Background: an optimization exercise with open tools, aiming at small area. Do not read the settings as production practice. Function was checked by simulation only, so behaviour that the tests miss may differ from the original. No activity file was given, so power comes from the tool's default toggle rates.

==> flow/config.mk <==
export PLATFORM = sky130hd
export DESIGN_NAME = processor
export DESIGN_NICKNAME = processor
export VERILOG_FILES = /design/flow/design.v
export SDC_FILE = /design/flow/constraint.sdc
export NUM_CORES = 4
export LEC_CHECK = 0
export CAP_MARGIN = 20
export CORE_MARGIN = 2
export CORE_UTILIZATION = 40
export SLEW_MARGIN = 20
==> flow/constraint.sdc <==
create_clock -name core_clock -period 9.0 [get_ports {clock}]
set_input_delay 1.8000 -clock core_clock [delete_from_list [all_inputs] [get_ports {clock}]]
set_output_delay 1.8000 -clock core_clock [all_outputs]
set_load 0.01 [all_outputs]
==> flow/design.v <==
`timescale 1ns/1ps
module processor #(
    parameter logic [31:0] RESET_PC = '0
) (
    input  logic        clock,
    input  logic        rst_n,
    output logic [31:0] address_imem,
    input  logic [31:0] q_imem,
    output logic [31:0] address_dmem,
    output logic [31:0] data,
    output logic        wren,
    input  logic [31:0] q_dmem,
    output logic        ctrl_write_enable,
    output logic [4:0]  ctrl_write_reg,
    output logic [4:0]  ctrl_read_reg_a,
    output logic [4:0]  ctrl_read_reg_b,
    output logic [31:0] data_write_reg,
    input  logic [31:0] data_read_reg_a,
    input  logic [31:0] data_read_reg_b
);
    logic [4:0]  cnt;
    logic [31:0] pc;
    logic [31:0] r;
    logic [3:0]  prev;
    logic        carry;
    logic        pcarry;
    logic        neq;
    logic        m_add;
    logic        m_jmp;
    logic        m_jal;
    logic        pending;
    logic       in_p;
    logic       in_init;
    logic       in_prime;
    logic       first_a;
    logic       last_a;
    logic       first_p;
    logic       last_p;
    logic [2:0] c;
    assign c        = cnt[2:0];
    assign in_p     = cnt[4];
    assign in_init  = cnt[4] & cnt[3];
    assign in_prime = ~cnt[4] & ~cnt[3];              
    assign first_a  = (cnt == 5'd8);
    assign last_a   = (cnt == 5'd15);
    assign first_p  = (cnt == 5'd16);
    assign last_p   = cnt[4] & (c == 3'd7);
    logic [31:0] insn;
    logic [2:0]  o;
    logic        is_lw, is_r, is_j, is_bne, is_jal, is_jr, is_addi, is_blt, is_sw;
    logic [2:0]  aop;
    logic        is_sh, is_sra, is_sll;
    logic        use_imm;
    logic        binv;
    logic        cin0;
    logic [4:0]  rd;
    assign insn    = q_imem;
    assign o       = insn[29:27];
    assign is_lw   = insn[30];
    assign is_r    = ~insn[30] & (o == 3'd0);
    assign is_j    = (o == 3'd1);
    assign is_bne  = (o == 3'd2);
    assign is_jal  = (o == 3'd3);
    assign is_jr   = (o == 3'd4);
    assign is_addi = (o == 3'd5);
    assign is_blt  = (o == 3'd6);
    assign is_sw   = (o == 3'd7);
    assign aop     = insn[4:2];
    assign is_sh   = is_r & aop[2];
    assign is_sra  = is_sh & aop[0];
    assign is_sll  = is_sh & ~aop[0];
    assign use_imm = is_addi | is_sw | is_lw;
    assign cin0    = is_r & (aop[1:0] == 2'd1);        
    assign binv    = cin0 | is_blt;                      
    assign rd      = insn[26:22];
    assign ctrl_read_reg_a = insn[21:17];
    assign ctrl_read_reg_b = (o == 3'd0) ? insn[16:12] : insn[26:22];
    logic [1:0]  q_r;
    logic [2:0]  q_q;
    logic [4:0]  e7;
    logic [4:0]  gi;
    logic [3:0]  a_grp;
    logic [3:0]  cur;
    logic [1:0]  t;
    logic [7:0]  w;
    logic [3:0]  a_bits;
    assign q_r = insn[8:7];
    assign q_q = insn[11:9];
    always_comb begin
        if (is_sll) begin
            e7 = ((q_r == 2'd0) ? (5'd0 - {2'b0, q_q}) : ~{2'b0, q_q}) - 5'd7;
        end else if (is_sra) begin
            e7 = {2'b0, q_q} - 5'd7;
        end else begin
            e7 = -5'd7;
        end
    end
    assign gi    = {1'b0, cnt[3:0]} + e7;
    assign a_grp = data_read_reg_a[{gi[2:0], 2'b00} +: 4];
    always_comb begin
        if (gi[4]) begin
            cur = 4'd0;
        end else if (gi[3]) begin
            cur = {4{data_read_reg_a[31]}};
        end else begin
            cur = a_grp;
        end
    end
    always_comb begin
        if (is_sll) begin
            t = 2'd0 - q_r;
        end else if (is_sra) begin
            t = q_r;
        end else begin
            t = 2'd0;
        end
    end
    assign w      = {cur, prev};
    assign a_bits = w[t +: 4];
    logic [31:0] immt;
    logic [3:0]  immt_grp;
    logic [3:0]  b_grp;
    logic [3:0]  b_bits;
    logic [3:0]  bx;
    logic        ci;
    logic [4:0]  s5;
    logic [3:0]  sum;
    logic        co;
    logic        ne_now;
    logic        lt_now;
    logic        taken;
    assign immt     = (is_j | is_jal) ? {5'd0, insn[26:0]} : {{15{insn[16]}}, insn[16:0]};
    assign immt_grp = immt[{c, 2'b00} +: 4];
    assign b_grp    = data_read_reg_b[{c, 2'b00} +: 4];
    assign b_bits   = use_imm ? immt_grp : b_grp;
    assign bx       = b_bits ^ {4{binv}};
    assign ci       = first_a ? cin0 : carry;
    assign s5       = {1'b0, a_bits} + {1'b0, bx} + {4'd0, ci};
    assign sum      = s5[3:0];
    assign co       = s5[4];
    assign ne_now   = |(a_bits ^ b_bits);
    assign lt_now   = a_bits[3] ^ b_bits[3] ^ co;        
    assign taken    = (is_bne & (neq | ne_now)) | (is_blt & lt_now);
    logic [4:0] p5;
    logic [3:0] pc_in;
    logic [3:0] r_in;
    assign p5 = {1'b0, pc[3:0]} + {1'b0, (m_add ? r[3:0] : 4'd0)} + {4'd0, (first_p | pcarry)};
    always_comb begin
        if (in_init) begin
            pc_in = RESET_PC[{c, 2'b00} +: 4];
        end else if (m_jmp) begin
            pc_in = r[3:0];
        end else begin
            pc_in = p5[3:0];
        end
    end
    always_comb begin
        if (in_p) begin
            r_in = p5[3:0];                          
        end else if (is_jr) begin
            r_in = b_grp;
        end else if (is_j | is_jal | is_bne | is_blt) begin
            r_in = immt_grp;
        end else if (is_sh) begin
            r_in = a_bits;
        end else if (is_r & aop[1]) begin
            r_in = aop[0] ? (a_bits | b_bits) : (a_bits & b_bits);
        end else begin
            r_in = sum;
        end
    end
    always_ff @(posedge clock or negedge rst_n) begin
        if (!rst_n) begin
            cnt <= 5'd24;
        end else if (last_p) begin
            cnt <= (m_jal & ~in_init) ? 5'd6 : 5'd7;
        end else begin
            cnt <= cnt + 5'd1;
        end
    end
    always_ff @(posedge clock) begin
        r       <= {r_in, r[31:4]};
        prev    <= cur;
        carry   <= co;
        pcarry  <= p5[4];
        neq     <= (~first_a & neq) | ne_now;
        pending <= last_p & ~in_init & m_jal;
        if (last_a) begin
            m_add <= taken;
            m_jmp <= is_j | is_jal | is_jr;
            m_jal <= is_jal;
        end
        if (in_p) begin
            pc <= {pc_in, pc[31:4]};
        end
    end
    assign address_imem      = pc;
    assign address_dmem      = r;
    assign data              = data_read_reg_b;
    assign wren              = first_p & is_sw;
    assign ctrl_write_enable = (first_p & (is_r | is_addi | is_lw) & (rd != 5'd0)) |
                               (in_prime & pending);
    assign ctrl_write_reg    = rd | {5{pending}};
    assign data_write_reg    = (is_lw & ~pending) ? q_dmem : r;
endmodule
==> flow/run.sh <==
#!/bin/bash
# synth_recipe.tcl (not shown) runs the flow's synth.tcl, then flattens the netlist and writes it again
# the make line also repeats each setting of config.mk as NAME=value (left out here)
make -C /OpenROAD-flow-scripts/flow DESIGN_CONFIG=/design/flow/config.mk WORK_HOME=/design/flow/orfs CLKGATE_MAP_FILE= SYNTH_SCRIPT=/design/flow/synth_recipe.tcl finish
==> summary.txt <==
cells in the mapped netlist, drive strengths merged (8+ instances only):
cell type | n | share of area
ha | 26 | 0.061
nand2 | 25 | 0.018
xnor2 | 10 | 0.017
mux2i | 26 | 0.049
a21oi | 27 | 0.026
dfxtp | 40 | 0.15
nor2 | 27 | 0.019
o21ai | 14 | 0.013
nand2b | 9 | 0.011
mux2 | 47 | 0.10
clkbuf | 11 | 0.0078
mux4 | 18 | 0.078
edfxtp | 35 | 0.20
inv | 19 | 0.013
or2 | 8 | 0.0094
buf | 48 | 0.066
worst paths after layout:
kind / startpoint / end / slack [ns] / cells after the start
max: q_imem[9] / r[31] / 1.29 / 23
min: r[25] / r[21] / 0.37 / 0
max reg2reg: cnt[0] / r[31] / 4.15 / 16
min reg2reg: r[25] / r[21] / 0.37 / 0
max in group asynchronous: rst_n / cnt[3] / 7.06 / 1
min in group asynchronous: rst_n / cnt[2] / 1.68 / 1
cell families (layout without fill, tap and decap cells):
family,count (synthesis),count (layout),share of synthesized area
simple gates,105,105,0.105
mux,91,91,0.227
flops,80,80,0.373
compound gates,79,79,0.0981
buf+inv,79,312,0.0882
fa+ha+maj,31,31,0.0802
xor+xnor,17,17,0.0281
worst reg2reg max path, delay by kind of cell (launching register included):
| kind | cells | cell delay (ns) |
|---|---|---|
| compound gates | 7 | 1.17 |
| simple gates | 3 | 0.94 |
| buf+inv | 1 | 0.06 |
| flops | 1 | 0.38 |
| fa+ha+maj | 3 | 1.47 |
| mux | 2 | 0.72 |
flip-flops by register name, summed over array words and instances, names as in the netlist:
name	cells
pc	32
r	32
cnt	5
prev	4
carry	1
m_add	1
m_jal	1
m_jmp	1
neq	1
pcarry	1
pending	1
stage by stage:
| step | power (mW) | cells |
|---|---|---|
| final | 1.63 | 891 |
| after global routing | 1.72 | 891 |
| after CTS | 1.64 | 891 |
| after detailed placement | 1.23 | 875 |
| after global placement | 1.22 | 875 |
| after floorplan | 0.914 | 482 |
where the power goes:
group	internal [mW]	leakage, nW	total (mW)	switching [mW]
combinational	0.388	2.35	0.703	0.315
sequential	0.457	0.725	0.524	0.0669
clock	0.247	0.162	0.401	0.154
total	1.09	3.23	1.63	0.536
routing by layer:
metal,share of wire,vias to the layer above,track usage
met2,0.51,220,0.432
met5,0,-,0
li1,-,2191,-
met3,0.072,17,0.0465
met4,0.013,0,0.0677
met1,0.40,2212,0.282
final cells by class:
class | count | area [µm²] | area share
Inverter | 20 | 75.1 | 0.00913
Tap cell | 176 | 220 | 0.0268
Sequential cell | 80 | 1980 | 0.241
Multi-Input combinational cell | 323 | 2860 | 0.348
Timing Repair Buffer | 276 | 2760 | 0.335
Clock buffer | 9 | 225 | 0.0274
Clock inverter | 7 | 103 | 0.0125
==> impl_metrics.toml <==
[run_status]
status = "timing/DRC/antenna clean"

[cts]
cts.clk_slew.worst_paths_ns = 0.06
cts_buffers = 9
cts_resized = 0
clockRootBuffer = "clkbuf_16"
htreeDepth = 3
cts_tree = "built"
cts_setup_buffers = 0
clkLatencyLatePin_ns = 0.34
clk_path_buf_depth = 2
tritoncts_num_sinks = 80
postCtsHoldBufs = 0

[final_layout]
diodes = 0
fin_util = 0.628
layout_commonest_cell = "clkdlybuf4s50_1"
mostFrequentLayoutCells = "clkdlybuf4s50_1 (273), mux2_2 (46), dfxtp_1 (40)"
design_area_mm2 = 0.00822
area_delta_synth_final_pct = 55.0
layout.nets = 871
fill_cells = 1068
drive_above_1_share = 0.131

[timing]
rsz0062_at_grt = "no"
worst_pin_slew_ns = 1.03
layout_setup_ws_ns = 1.29
setup_viol = 0
fin_setup_tns_ns = 0
fmax_ghz = 0.130
hold_viol = 0
hold-worst-slack_ns = 0.367
finalMaxSlewViolations = 0
period_needed_ns = 7.71
slew_headroom = 0.315
finalCritPeriodShare = 0.857
skew_ns = 0.00652

[placement]
placed_cell_area_mm2 = 0.00789
dpl.hpwl_um = 13900
detailedPlace.worstSlack_ns = 1.01
gp_congestion = 0.850
port-buffer-count = 273

[route]
ant_nets = 0
via_per_inst = 5.21
routedWlPerCell_um = 19.0
drt_iter0_drc = 279
drt-total-wl_um = 16900
dr.pass1.iters = 4
drc = 0
vias = 4640

[yosys]
ys_ff_latch = 80
postSynth.asyncResetShare = 0.0625
syn_area_mm2 = 0.00530
syn_nets = 643
yosysSeqAreaShare = 0.373
ys_types = 63
yosys_warnings = 1
synth-edff-count = 35
postSynthAreaPerCell_um2 = 11.0
syn_inst = 482
dominantRegCellSynth = "dfxtp_1"

[grt]
grt_max_degree = 51
grt_usage = 0.237
antenna_found_initial = 0
grt_pass1_wl_um = 26000
grt_overflow = 0
first_global_vias = 4641

[critical_path]
cpMostUsedCell = "ha_1"
cp_top_family = "adder cells"
crit_fanout = 14
start_kind = "input pin"
path_class = "in2reg"
endpoint_kind = "flip-flop"
cp.required_ns = 9.22
cpMaxStageDelayCell = "fa_1"
critPathArrivalTime_ns = 7.93
path_buf_inv = 3
path_cells = "clkdlybuf4s50_1, inv_1, ha_1, nand2_1, o21ai_0, ha_1, mux2_2, and3_1, inv_1, fa_1, mux2i_1, mux4_2, o21a_1, or4_1, o211ai_2, ha_1, nor2b_1, o21a_1, or3_1, a31oi_1, a21oi_1, o21ai_0, a21oi_2"
slowest_delay_ns = 0.99

[pwr]
vdd_drop_max_v = 0.0000932
p_leak_nw = 3.23
p_per_area_mw_per_mm2 = 198

[die]
die_x_um = 119
rows = 42
io_pins = 275
core_mm2 = 0.0131
die_h_um = 119
die_area_mm2 = 0.0142
start_util = 0.405

[run]
cap_violations = 0

[min_path]
worstHoldPathType = "reg2reg"

[afterwards: timing with drivers on the ports]
The results above use ideal ports. As a check the final layout listed here was re-extracted and re-timed, cells and wires unchanged.
Step 1: set_driving_cell puts a clkbuf_16 on clock and a buf_2 on each other input, an assumption about the parent block.
Step 2, shift: input delay + t, output delay - t, t = (earliest + latest rising clock arrival at the registers) / 2. This alone moves slack from input paths to output paths.
a / b / c = no drivers / after step 1 / after step 2; a / b = the first two.
t, ns: 0.378
slack for setup (ns): 1.288 / 1.305 / 0.927
hold slack, ns: 0.367 / 0.367 / 0.367
slew at the worst register clock pin (ns): 0.07 / 0.07
After both steps this run still meets setup and hold. For this run, drivers alone change the setup slack by +0.017 ns; drivers and shift together by -0.361 ns.
